This design comes from an exercise in tuning for small area and a short achievable clock period on the open sky130 flow, not from production work.
Function was checked by simulation only, so behaviour that the tests miss may differ from the original.
Power figures rest on the tool's default switching activity, not on a simulated workload.

==> flow/design.v <==
`timescale 1ns/1ps
`default_nettype none
module lane_predecode (
    input  logic [32-1:0] insn,
    input  logic             present,     
    input  logic [32-1:0] pc,
    output logic             jal,
    output logic             jalr,
    output logic             cond_branch,
    output logic [32-1:0] target       
);
    logic [32-1:0] j_imm;
    logic [32-1:0] b_imm;
    logic             funct3_ok;
    assign j_imm = {{(32-20){insn[31]}},
                    insn[19:12],
                    insn[20],
                    insn[30:21],
                    1'b0};
    assign b_imm = {{(32-12){insn[31]}},
                    insn[7],
                    insn[30:25],
                    insn[11:8],
                    1'b0};
    assign funct3_ok = (insn[14:13] != 2'b01);
    always_comb begin
        jal         = 1'b0;
        jalr        = 1'b0;
        cond_branch = 1'b0;
        target      = '0;
        if (present) begin
            case (insn[6:0])     
                7'b1101111: begin
                    jal    = 1'b1;
                    target = pc + j_imm;
                end
                7'b1100111: begin
                    jalr = 1'b1;
                end
                7'b1100011: begin
                    if (funct3_ok) begin
                        cond_branch = 1'b1;
                        target      = pc + b_imm;
                    end
                end
                default: begin
                end
            endcase
        end
    end
endmodule
`default_nettype wire
`timescale 1ns/1ps
`default_nettype none
module fetch_window (
    input  logic                            clock,
    input  logic                            reset,
    input  logic [2*64-1:0]        data_read,     
    input  logic [1:0]                      return_valid,
    input  logic [32-1:0]                npc,           
    input  logic [32-1:0]                pc,            
    input  logic                            stall,
    input  logic                            resolve_valid,
    output logic [4-1:0]         lane_valid,
    output logic [4*32-1:0]   lane_insn,
    output logic [4*32-1:0]   lane_pc,
    output logic [4*32-1:0]   lane_npc,
    output logic [4*32-1:0]   lane_pred_pc,
    output logic [4-1:0]         lane_jal,
    output logic [4-1:0]         lane_jalr,
    output logic [4-1:0]         lane_branch,
    output logic [4*32-1:0]   lane_target
);
    logic [32-1:0]                    lo0;
    logic [32-1:0]                    hi0;
    logic [32-1:0]                    lo1;
    logic [32-1:0]                    hi1;
    logic [4-1:0][32-1:0]  word_d;
    logic [4-1:0]             present_d;
    logic [4-1:0][32-1:0]  word;
    logic [4-1:0]             present;
    logic [4-1:0]             is_ctrl;
    logic [4-1:0]             valid;
    assign lo0 = data_read[32-1:0];
    assign hi0 = data_read[2*32-1:32];
    assign lo1 = data_read[3*32-1:2*32];
    assign hi1 = data_read[4*32-1:3*32];
    always_comb begin
        word_d    = '0;
        present_d = '0;
        if (return_valid[0]) begin
            present_d[0] = 1'b1;
            present_d[1] = npc[2] ? return_valid[1] : 1'b1;
            word_d[0]    = npc[2] ? hi0 : lo0;
            word_d[1]    = npc[2] ? lo1 : hi0;
        end
        if (return_valid[1]) begin
            present_d[2] = 1'b1;
            present_d[3] = !npc[2];              
            word_d[2]    = npc[2] ? hi1 : lo1;
            word_d[3]    = npc[2] ? '0 : hi1;
        end
    end
    always_ff @(posedge clock) begin
        if (reset) begin
            present <= '0;
        end else begin
            present <= present_d;
        end
    end
    always_ff @(posedge clock) begin
        word <= word_d;
    end
    for (genvar k = 0; k < 4; k++) begin : g_lane
        logic [32-1:0] pc_k;
        logic             jal;
        logic             jalr;
        logic             cond_branch;
        logic [32-1:0] target;
        assign pc_k = pc + 4 * k;
        lane_predecode lane_predecode_i (
            .insn        (word[k]),
            .present     (present[k]),
            .pc          (pc_k),
            .jal         (jal),
            .jalr        (jalr),
            .cond_branch (cond_branch),
            .target      (target)
        );
        assign is_ctrl[k] = jal | jalr | cond_branch;
        assign lane_insn[32*k +: 32]   = word[k];
        assign lane_pc[32*k +: 32]     = pc_k;
        assign lane_npc[32*k +: 32]    = pc_k + 4;
        assign lane_jal[k]                   = jal;
        assign lane_jalr[k]                  = jalr;
        assign lane_branch[k]                = cond_branch;
        assign lane_target[32*k +: 32] = target;
        always_comb begin
            if (jal) begin
                lane_pred_pc[32*k +: 32] = target;
            end else if (cond_branch) begin
                lane_pred_pc[32*k +: 32] = pc_k + 4;      
            end else begin
                lane_pred_pc[32*k +: 32] = '0;
            end
        end
    end
    always_comb begin
        for (int k = 0; k < 4; k++) begin
            valid[k] = (|word[k]) & present[k] & !stall & !resolve_valid;
        end
        for (int k = 1; k < 4; k++) begin
            valid[k] = valid[k] & valid[k-1] & !is_ctrl[k-1];
        end
        valid[4-1] = valid[4-1] & !pc[2];
    end
    assign lane_valid = valid;
endmodule
`default_nettype wire
`timescale 1ns/1ps
`default_nettype none
module branch_hold (
    input  logic                    clock,
    input  logic                    reset,
    input  logic [2:0]              insn_taken,
    input  logic [4-1:0] lane_valid,
    input  logic [4-1:0] lane_jalr,
    input  logic [4-1:0] lane_branch,
    input  logic                    resolve_valid,
    output logic                    stall
);
    localparam int IDX_W = $clog2(4);
    logic [IDX_W-1:0] last_idx;
    logic             any_taken;
    logic             hold_set;
    assign last_idx  = IDX_W'(insn_taken - 1'b1);
    assign any_taken = (insn_taken != '0);
    assign hold_set = any_taken & lane_valid[last_idx] &
                      (lane_jalr[last_idx] | lane_branch[last_idx]);
    always_ff @(posedge clock) begin
        if (reset) begin
            stall <= 1'b0;
        end else if (resolve_valid) begin
            stall <= 1'b0;       
        end else if (hold_set) begin
            stall <= 1'b1;
        end
    end
endmodule
`default_nettype wire
`timescale 1ns/1ps
`default_nettype none
module pc_sequencer (
    input  logic                          clock,
    input  logic                          reset,
    input  logic [2:0]                    insn_taken,
    input  logic [4-1:0]       lane_jal,
    input  logic [4*32-1:0] lane_target,
    input  logic                          stall,
    input  logic                          resolve_valid,
    input  logic [32-1:0]              resolve_target,
    output logic [32-1:0]              pc,
    output logic [32-1:0]              npc,
    output logic [32-1:0]              read_addr,
    output logic                          read_valid
);
    localparam int IDX_W  = $clog2(4);
    localparam int PAD_W  = 32 - 3 - 2;
    logic [IDX_W-1:0] last_idx;
    logic             jal_taken;
    logic [32-1:0] jal_target;
    logic [32-1:0] seq_pc;
    assign last_idx   = IDX_W'(insn_taken - 1'b1);
    assign jal_taken  = (insn_taken != '0) & lane_jal[last_idx];
    assign jal_target = lane_target[32*last_idx +: 32];
    assign seq_pc = pc + {{PAD_W{1'b0}}, insn_taken, 2'b00};
    always_comb begin
        if (resolve_valid) begin
            npc = resolve_target;
        end else if (stall) begin
            npc = pc;                            
        end else if (jal_taken) begin
            npc = jal_target;
        end else begin
            npc = seq_pc;
        end
    end
    always_ff @(posedge clock) begin
        if (reset) begin
            pc <= '0;
        end else begin
            pc <= npc;
        end
    end
    assign read_addr  = {npc[32-1:3], 3'b000};
    assign read_valid = !stall;
endmodule
`default_nettype wire
`timescale 1ns/1ps
`default_nettype none
module insn_fetch (
    input  logic                          clock,
    input  logic                          reset,
    input  logic [2*64-1:0]      data_read,       
    input  logic [1:0]                    return_valid,
    input  logic [2:0]                    insn_taken,      
    input  logic                          resolve_valid,   
    input  logic [32-1:0]              resolve_target,
    output logic [4-1:0]       lane_valid,
    output logic [4*32-1:0] lane_insn,       
    output logic [4*32-1:0] lane_pc,
    output logic [4*32-1:0] lane_npc,
    output logic [4*32-1:0] lane_pred_pc,
    output logic [4-1:0]       lane_jal,
    output logic [4-1:0]       lane_jalr,
    output logic [4-1:0]       lane_branch,
    output logic [4*32-1:0] lane_target,
    output logic [32-1:0]              read_addr,
    output logic                          read_valid
);
    logic [32-1:0] pc;
    logic [32-1:0] npc;
    logic             stall;
    fetch_window fetch_window_i (
        .clock         (clock),
        .reset         (reset),
        .data_read     (data_read),
        .return_valid  (return_valid),
        .npc           (npc),
        .pc            (pc),
        .stall         (stall),
        .resolve_valid (resolve_valid),
        .lane_valid    (lane_valid),
        .lane_insn     (lane_insn),
        .lane_pc       (lane_pc),
        .lane_npc      (lane_npc),
        .lane_pred_pc  (lane_pred_pc),
        .lane_jal      (lane_jal),
        .lane_jalr     (lane_jalr),
        .lane_branch   (lane_branch),
        .lane_target   (lane_target)
    );
    branch_hold branch_hold_i (
        .clock         (clock),
        .reset         (reset),
        .insn_taken    (insn_taken),
        .lane_valid    (lane_valid),
        .lane_jalr     (lane_jalr),
        .lane_branch   (lane_branch),
        .resolve_valid (resolve_valid),
        .stall         (stall)
    );
    pc_sequencer pc_sequencer_i (
        .clock          (clock),
        .reset          (reset),
        .insn_taken     (insn_taken),
        .lane_jal       (lane_jal),
        .lane_target    (lane_target),
        .stall          (stall),
        .resolve_valid  (resolve_valid),
        .resolve_target (resolve_target),
        .pc             (pc),
        .npc            (npc),
        .read_addr      (read_addr),
        .read_valid     (read_valid)
    );
endmodule
`default_nettype wire
==> flow/run.sh <==
#!/bin/bash
# synth_recipe.tcl (not shown) runs the flow's synth.tcl, then flattens the netlist and writes it again
# the make line also repeats each setting of config.mk as NAME=value (left out here)
make -C /OpenROAD-flow-scripts/flow DESIGN_CONFIG=/design/flow/config.mk WORK_HOME=/design/flow/orfs CLKGATE_MAP_FILE= SYNTH_SCRIPT=/design/flow/synth_recipe.tcl finish
==> flow/config.mk <==
export PLATFORM = sky130hd
export DESIGN_NAME = insn_fetch
export DESIGN_NICKNAME = insn_fetch
export VERILOG_FILES = /design/flow/design.v
export SDC_FILE = /design/flow/constraint.sdc
export NUM_CORES = 4
export LEC_CHECK = 0
export CAP_MARGIN = 20
export CORE_MARGIN = 2
export CORE_UTILIZATION = 30
export PLACE_DENSITY = 0.5
export SETUP_SLACK_MARGIN = 0.3
export SLEW_MARGIN = 20
==> flow/constraint.sdc <==
create_clock -name core_clock -period 8.0 [get_ports {clock}]
set_input_delay 1.6000 -clock core_clock [delete_from_list [all_inputs] [get_ports {clock}]]
set_output_delay 1.6000 -clock core_clock [all_outputs]
set_load 0.01 [all_outputs]
==> run summary <==
## layer usage
layer | part of all wire | wire [µm]
met1 | 0.41 | 89670
met2 | 0.43 | 92230
met3 | 0.10 | 21980
met4 | 0.058 | 12560
met5 | 0.0010 | 219
## synth_stat cells, types with 38 or more instances
master | n | area share
o22ai_1 | 54 | 0.012
nor2_1 | 383 | 0.051
a22oi_1 | 62 | 0.017
and3_1 | 68 | 0.015
a21oi_1 | 305 | 0.055
inv_1 | 145 | 0.019
a31oi_1 | 41 | 0.0092
dfxtp_1 | 165 | 0.12
xnor2_1 | 181 | 0.057
o21ai_0 | 259 | 0.046
o211ai_1 | 51 | 0.014
a21boi_0 | 112 | 0.030
nand3_1 | 102 | 0.018
clkbuf_1 | 241 | 0.032
ha_1 | 185 | 0.083
nand4_1 | 94 | 0.021
nor3_1 | 96 | 0.017
or3_1 | 46 | 0.010
nor4_1 | 67 | 0.015
mux2i_1 | 38 | 0.014
a21o_1 | 81 | 0.022
nand2_1 | 596 | 0.080
and2_1 | 63 | 0.014
buf_4 | 97 | 0.026
nor2b_1 | 38 | 0.0085
xor2_1 | 90 | 0.028
## cell type report
class | count | area (µm²) | share of cell area
multi-input cells | 3525 | 23000 | 0.5791
clock buffers | 17 | 425.4 | 0.01071
well taps | 1243 | 1555 | 0.03916
repair buffers | 1133 | 10640 | 0.2679
flip-flops and latches | 165 | 3319 | 0.08358
inverters | 149 | 559.3 | 0.01408
clock inverters | 15 | 193.9 | 0.004883
diodes | 9 | 22.52 | 0.0005671
## registers in the layout, summed over array words and instances (netlist names)
name                    flops
branch_hold_i.stall         1
pc_sequencer_i.pc          32
fetch_window_i.present      4
fetch_window_i.word       128
## worst min-delay path by stage
| stage | end | slack (ns) | cells after the start | from |
|---|---|---|---|---|
| after detailed placement | pc_sequencer_i.pc[18]$_SDFF_PP0_ | 0.83 | 4 | pc_sequencer_i.pc[18]$_SDFF_PP0_ |
| final | branch_hold_i.stall$_SDFFE_PP0P_ | 0.86 | 3 | branch_hold_i.stall$_SDFFE_PP0P_ |
| after CTS | pc_sequencer_i.pc[18]$_SDFF_PP0_ | 0.85 | 4 | pc_sequencer_i.pc[18]$_SDFF_PP0_ |
| after global routing | branch_hold_i.stall$_SDFFE_PP0P_ | 0.92 | 3 | branch_hold_i.stall$_SDFFE_PP0P_ |
| after global placement | branch_hold_i.stall$_SDFFE_PP0P_ | 0.83 | 3 | branch_hold_i.stall$_SDFFE_PP0P_ |
| after floorplan | pc_sequencer_i.pc[0]$_SDFFE_PP0P_ | 0.68 | 2 | pc_sequencer_i.pc[0]$_SDFFE_PP0P_ |
## stage by stage
stage / setup WS, ns / area, µm² / total power, W / hold WS (ns)
6_report: 0.2147 / 39720 / 0.004021 / 0.8628
5_1_grt: 0.1402 / 39700 / 0.004137 / 0.9194
4_1_cts: 0.2411 / 39180 / 0.003938 / 0.8534
3_5_place_dp: -0.7805 / 38300 / 0.003016 / 0.8265
3_3_place_gp: -0.7560 / 38300 / 0.003031 / 0.8253
2_1_floorplan: 0.9364 / 27960 / 0.001994 / 0.6771
## power by group
part	total [W]	switching, W	internal, W
logic	0.00205	0.00125	0.000804
clock network	0.000919	0.000487	0.000432
registers	0.00105	0.000166	0.000883
total	0.00402	0.00190	0.00212
## timing repair
action,CTS,global route
gates resized for setup,46,99
setup buffers,5,9
pin swaps,6,8
endpoints found under the setup margin,33,27
hold buffers,0,0
## tightest hold or removal path: cells and delay by family (launching register included)
kind,cells,cell delay [ns]
simple gates,1,0.05
compound gates,1,0.19
buf+inv,1,0.26
flops,1,0.31
## cell usage in the layout (no fill, tap or decap), types with 46 or more instances in the layout
| master | count |
|---|---|
| a21boi_0 | 111 |
| a21o_1 | 81 |
| a21oi_1 | 294 |
| a22oi_1 | 61 |
| and2_1 | 61 |
| and3_1 | 66 |
| buf_4 | 280 |
| clkdlybuf4s50_1 | 847 |
| dfxtp_1 | 154 |
| ha_1 | 164 |
| inv_1 | 141 |
| nand2_1 | 594 |
| nand3_1 | 101 |
| nand4_1 | 94 |
| nor2_1 | 376 |
| nor3_1 | 86 |
| nor4_1 | 61 |
| o211ai_1 | 51 |
| o21ai_0 | 249 |
| o22ai_1 | 52 |
| or3_1 | 46 |
| xnor2_1 | 170 |
| xor2_1 | 72 |
## kinds of logic after synthesis
logic type / Yosys count / synth area share
buffers and inverters: 533 / 0.08582
and+or+nand+nor: 1676 / 0.2856
DFF: 165 / 0.1182
other: 1 / 0.0001342
muxes: 46 / 0.01764
AOI/OAI and AO/OA: 1335 / 0.3184
adders and majority gates: 194 / 0.08927
xor gates and xnor gates: 271 / 0.08493
==> flow_metrics.py <==
metrics = {
    "routing": {
        "drtPass1Iterations": 6,
        "wirelength_um": 216700,
        "antenna_left": 0,
        "viasPerCell": 6.207,
        "via_count": 38830,
        "drt_iter0_drc": 5259,
        "drt-wirelength-per-cell_um": 34.63,
        "drc": 0,
    },
    "sta": {
        "fin_tns_setup_ns": 0,
        "fin_skew_ns": 0.03575,
        "worst_pin_slew_ns": 1.292,
        "finalSetupViolCount": 0,
        "period_minus_slack_ns": 7.785,
        "maxSlewViolCount": 0,
        "timing.slew.headroom": 0.1292,
        "finalHoldViolCount": 0,
        "rsz0062_at_grt": "true",
        "max_freq_mhz": 128.4,
        "period_share": 0.9732,
    },
    "setup_path": {
        "worstSetupPathType": "reg2out",
        "cp-startpoint": "pc_sequencer_i.pc[20]$_SDFF_PP0_",
        "critPathMaxStageDelay_ns": 0.59,
        "crit_arrival_ns": 6.19,
        "cp_data_required_time_ns": 6.40,
        "crit_chain": "buf_4 -> and3_1 -> nand3_1 -> nor2_1 -> xnor2_2 -> inv_1 -> ha_1 -> a21o_1 -> a211oi_1 -> o31ai_1 -> a221o_1 -> a211o_1 -> o31a_1 -> nor3b_1 -> o21a_1 -> buf_4 -> a211oi_4 -> nor2_1 -> clkdlybuf4s50_1",
        "r2r-end": "pc_sequencer_i.pc[29]$_SDFF_PP0_",
        "path_max_fanout": 10,
        "path_buf_inv": 4,
        "r2r_slack_ns": 2.75,
        "cp_slowest_cell": "dfxtp_1",
        "endpoint": "read_addr[29]",
        "critPathTopFamily": "compound AO/OA/AOI/OAI gates",
        "startpoint_type": "flip-flop",
        "crit_cells": 19,
        "end_kind": "primary output",
        "r2r_start": "pc_sequencer_i.pc[20]$_SDFF_PP0_",
        "r2r_cells": 18,
    },
    "final_layout": {
        "stdcell_count": 6256,
        "fin_nets": 5353,
        "drive_gt1_frac": 0.1011,
        "post-route-util": 0.4320,
        "area_growth_pct": 42.11,
        "nFillCells": 9804,
    },
    "logic_synthesis": {
        "synth_flop_cell": "dfxtp_1",
        "synthDistinctLibCells": 95,
        "async_flop_share": 0,
        "synth-seq-area-share": 0.1182,
        "avgSynthCellArea_um2": 6.621,
        "syn_inst": 4221,
        "synth_seq_cells": 165,
        "syn_area_um2": 27950,
        "synth_enable_flop_cells": 0,
        "yosys_warnings": 4,
    },
    "floorplanning": {
        "die_area_um2": 95620,
        "die_x_um": 309.2,
        "num_io_pins": 857,
        "die_h_um": 309.2,
        "start_util": 0.3040,
        "rows": 111,
        "fp.coreArea_um2": 91940,
    },
    "clocking": {
        "clockBufferDepth": 2,
        "path_clk_slew_ns": 0.11,
        "worstSkewPairLatency_ns": 0.51,
        "cts_tree": "done",
        "htree_num_levels": 4,
        "root_buffer": "clkbuf_16",
        "clock_sinks": 165,
        "cts_buffers": 17,
    },
    "global_routing": {
        "grt_pass1_vias": 35610,
        "gr-usage-met3": 0.1117,
        "grt_overflow": 0,
        "grt_util_met2": 0.6568,
        "busiest_layer": "met2",
        "use_met1": 0.5648,
        "grt_pass1_wl_um": 291700,
        "antenna_found_initial": 23,
        "grt_use_total": 0.4312,
        "grt_start_max_net_pins": 96,
    },
    "run": {
        "max-cap-violations": 0,
    },
    "place": {
        "dpl.cell_count": 6201,
        "gp_congestion": 1.090,
        "dp_hpwl_um": 180000,
        "port_buffers": 853,
    },
    "power": {
        "power_density_nw_per_um2": 101.2,
        "leakagePower_nw": 15.19,
        "vdd_ir_drop_max_mv": 0.1742,
    },
    "worst_hold_path": {
        "min_path_type": "reg2reg",
    },
    "status": {
        "status": "timing/DRC/antenna clean",
    },
}

[what the ideal ports hide]
How much do the figures lean on ideal ports? The routed layout below was timed once more, with nothing changed but the port constraints.
Step 1 assumes that a clkbuf_16 drives the clock port and a buf_2 every other input.
Step 2 adds t to the input delays and takes it off the output delays; t is the mean of the earliest and latest rising clock arrival at the registers after step 1. Input paths then give back, and output paths get back, about the clock's delay inside the block.
Slacks: no drivers / after step 1 / after step 2; pairs: no drivers / after step 1.
t, ns: 0.565
setup WS [ns]: 0.215 / 0.144 / 0.276
latest minus earliest clock arrival (ns): 0.036 / 0.036
worst register clock-pin slew, ns: 0.11 / 0.11
After both steps setup and hold are still met in this run. For this run, drivers alone change the setup slack by -0.071 ns; drivers and shift together by +0.061 ns.
